Background: an optimization exercise with open tools, aiming at small area, a short achievable clock period and few clock cycles per item. Do not read the settings as production practice. The RTL was checked by simulation tests, not by an equivalence proof against the original design. Power is estimated from default activity; no workload was simulated.

==> run Y <==
## maze_backtracker_step_core
module maze_backtracker_step_core #(
    parameter int GRID_COLS = 16,
    parameter int GRID_ROWS = 16
) (
    input  wire logic                          aclk,
    input  wire logic                          aresetn,
    input  wire logic                          cfg_valid,
    output logic                               cfg_ready,
    input  wire logic [0:0]                    cfg_index,
    input  wire logic [4:0]                    cfg_data,
    input  wire logic                          s_tvalid,
    output logic                               s_tready,
    input  wire logic [23:0]                   s_tdata,
    input  wire logic [1:0]                    s_tuser,
    output logic                               m_tvalid,
    input  wire logic                          m_tready,
    output logic [31:0]                        m_tdata,
    output logic [2:0]                         m_tuser
);
Settings: LEC_CHECK=0, CAP_MARGIN=30, CELL_PAD_IN_SITES_DETAIL_PLACEMENT=1, CELL_PAD_IN_SITES_GLOBAL_PLACEMENT=1, CORE_MARGIN=2, CORE_UTILIZATION=40, CTS_BUF_LIST=sky130_fd_sc_hd__clkbuf_8, PLACE_DENSITY=0.55, SLEW_MARGIN=30; clock period 10.0 ns.
standard.sh (not shown) runs the stock make flow with config.mk's settings and CLKGATE_MAP_FILE= SYNTH_SCRIPT=/design/flow/synth_recipe.tcl, a recipe that flattens the netlist after the stock synthesis.
==> flow/flow/run.sh <==
#!/bin/bash
set -euo pipefail
cd "$(dirname "$0")/.."
bash standard.sh SETUP_SLACK_MARGIN=6.5 finish > flow_standard.log 2>&1
==> run G (differences from run Y) <==
CELL_PAD_IN_SITES_DETAIL_PLACEMENT = default   (was 1)
CELL_PAD_IN_SITES_GLOBAL_PLACEMENT = default   (was 1)
==> run P (differences from run Y) <==
CAP_MARGIN = 20   (was 30)
SLEW_MARGIN = 20   (was 30)
==> run R (differences from run Y) <==
--- a/flow/design.v
+++ b/flow/design.v
@@ -131,13 +131,13 @@
     logic        f0v;
     function automatic logic [15:0] dec16(input logic [3:0] v);
         dec16 = 16'd1 << v;
     endfunction
     logic done_now;                      
     wire  done_p1  = ({1'b0, vcnt} + 10'd1 >= area_reg);
-    wire  done_ge  = (vcnt != 9'd0) && ({1'b0, vcnt} >= area_reg);    
+    wire  done_ge  = ({1'b0, vcnt} >= area_reg);
     assign cfg_ready = 1'b1;
     logic s_rdy;                         
     assign s_tready  = s_rdy;
     wire adv     = in_valid && (!f0v || m_tready);
     wire is_rd   = in_op[1];
     wire is_rst  = (in_op == 2'd1);
@@ -196,16 +196,19 @@
     function automatic logic [19:0] therm(input logic [4:0] e);
         therm = 20'd0;
         for (int i = 0; i < 20; i++) therm[i] = (e == 5'd16) ? (i < 18) : (5'(i) < e + 5'd2);
     endfunction
     wire [19:0] tx = therm(ec);
     wire [19:0] ty = therm(er);
-    wire [15:0] tx0 = tx[15:0], tx1 = tx[16:1], tx2 = tx[17:2], tx3 = tx[18:3], tx4 = tx[19:4];
-    wire [15:0] ty0 = ty[15:0], ty1 = ty[16:1], ty2 = ty[17:2], ty3 = ty[18:3], ty4 = ty[19:4];
-    wire [4:0]  gx = {tx4[cx], tx3[cx], tx2[cx], tx1[cx], tx0[cx]};
-    wire [4:0]  gy = {ty4[cy], ty3[cy], ty2[cy], ty1[cy], ty0[cy]};
+    logic [4:0] gx, gy;
+    for (genvar k = 0; k < 5; k++) begin : g_ok
+        wire [15:0] txk = tx[k +: 16];
+        wire [15:0] tyk = ty[k +: 16];
+        assign gx[k] = txk[cx];
+        assign gy[k] = tyk[cy];
+    end
     wire x0 = (cx == 4'd0);
     wire y0 = (cy == 4'd0);
     wire x1 = (cx == 4'd1);
     wire y1 = (cy == 4'd1);
     logic [3:0] cand;
     assign cand = ok & ~win;
CAP_MARGIN = 20   (was 30)
CELL_PAD_IN_SITES_DETAIL_PLACEMENT = default   (was 1)
CELL_PAD_IN_SITES_GLOBAL_PLACEMENT = default   (was 1)
SLEW_MARGIN = 20   (was 30)
==> reports/metrics.yaml <==
pwr:
  powerClk_mw: 3.95
  leakagePower_nw: 20.9
place:
  post-place-ws_ns: 3.46
critical_path:
  path_delay_family: "simple AND/OR/NAND/NOR gates"
  path_buf_inv: 2
  required_ns: 10.74
synthesis:
  synthMuxAreaShare_pct: 0.934
  synth_top_area_share_pct: 34.6
  synth_fa_ha_area_share_pct: 2.42
global_routing:
  grtUsageMet3_pct: 28.1
timing:
  max_slew.worst_pin.slew_ns: 1.08
  whs_ns: 0.468
  post-route-min-period_ns: 3.80
  skew_ns: 0.0420
layout:
  multi_input_area_um2: 24900
  diodes: 29
status:
  status: "complete, no violations"
drt:
  drt-pass1-iter-count: 10
(the above is from run Y)
==> reports/metrics.yaml <==
status:
  status: "failed layout checks"
  so.violations: "capacitance limit, slew limit"
timing:
  slew_viol_final: 12
job:
  cap_violations: 1
critical_path:
  required_ns: 10.84
  path_delay_family: "simple AND/OR/NAND/NOR gates"
  path_buf_inv: 3
place:
  post-place-ws_ns: 3.64
drt:
  drt-pass1-iter-count: 14
(the above is from run G)
==> reports/metrics.yaml <==
layout:
  multi_input_area_um2: 24700
  diodes: 44
place:
  post-place-ws_ns: 4.67
timing:
  post-route-min-period_ns: 3.73
  max_slew.worst_pin.slew_ns: 1.30
  whs_ns: 0.513
  skew_ns: 0.0788
drt:
  route.met2.wl_mm: 118
  drt-pass1-iter-count: 15
worst_hold_path:
  hp-start: "in_rcol[0]"
synthesis:
  synth_fa_ha_area_share_pct: 2.39
  synth_top_area_share_pct: 34.7
pwr:
  powerClk_mw: 4.00
die:
  die_y_um: 354
status:
  status: "complete, no violations"
critical_path:
  path_buf_inv: 0
  path_delay_family: "simple AND/OR/NAND/NOR gates"
global_routing:
  grtUsageMet3_pct: 30.9
(the above is from run R)
==> reports/metrics.yaml <==
critical_path:
  required_ns: 10.84
  path_delay_family: "buffers and inverters"
  path_buf_inv: 4
timing:
  max_slew.worst_pin.slew_ns: 1.51
  skew_ns: 0.0445
  slew_viol_final: 12
  whs_ns: 0.465
synthesis:
  synth_top_area_share_pct: 34.6
  synth_fa_ha_area_share_pct: 2.42
layout:
  multi_input_area_um2: 25000
  diodes: 33
pwr:
  powerClk_mw: 3.91
  leakagePower_nw: 21.0
drt:
  drt-pass1-iter-count: 12
status:
  so.violations: "capacitance limit, slew limit"
  status: "failed layout checks"
job:
  cap_violations: 1
place:
  post-place-ws_ns: 3.46
(the above is from run P)
Testbench counts of run Y, summed over its fixed seeds: cycles 13,581, items 13,477.
Testbench counts of run G, summed over its fixed seeds: cycles 13,581, items 13,477.
Testbench counts of run P, summed over its fixed seeds: cycles 13,581, items 13,477.
Testbench counts of run R, summed over its fixed seeds: cycles 13,581, items 13,477.

-- afterwards: timing with drivers on the ports --
How much do the figures lean on ideal ports? The routed layouts below were timed once more, with nothing changed but the port constraints. Step 1, drivers: a clkbuf_16 drives aclk and a buf_2 each remaining input, both assumed. Step 2 adds t to the input delays and takes it off the output delays; t is the mean of the earliest and latest rising clock arrival at the registers after step 1. Input paths then give back, and output paths get back, about the clock's delay inside the block. Three values: no drivers, after step 1, after step 2; two values: the first two.
run	t, ns	setup WS [ns]	hold slack, ns	worst setup path at the end
run Y	1.018	6.203 / 6.203 / 5.502	0.468 / 0.468 / 0.468	input to register
run G	1.025	6.185 / 6.185 / 5.387	0.467 / 0.467 / 0.467	input to register
run P	1.024	6.208 / 6.208 / 5.460	0.465 / 0.465 / 0.465	input to register
run R	1.038	6.271 / 6.271 / 5.531	0.513 / 0.513 / 0.513	input to register
For run G, which loses most, drivers alone change the setup slack by 0.000 ns; drivers and shift together by -0.798 ns.
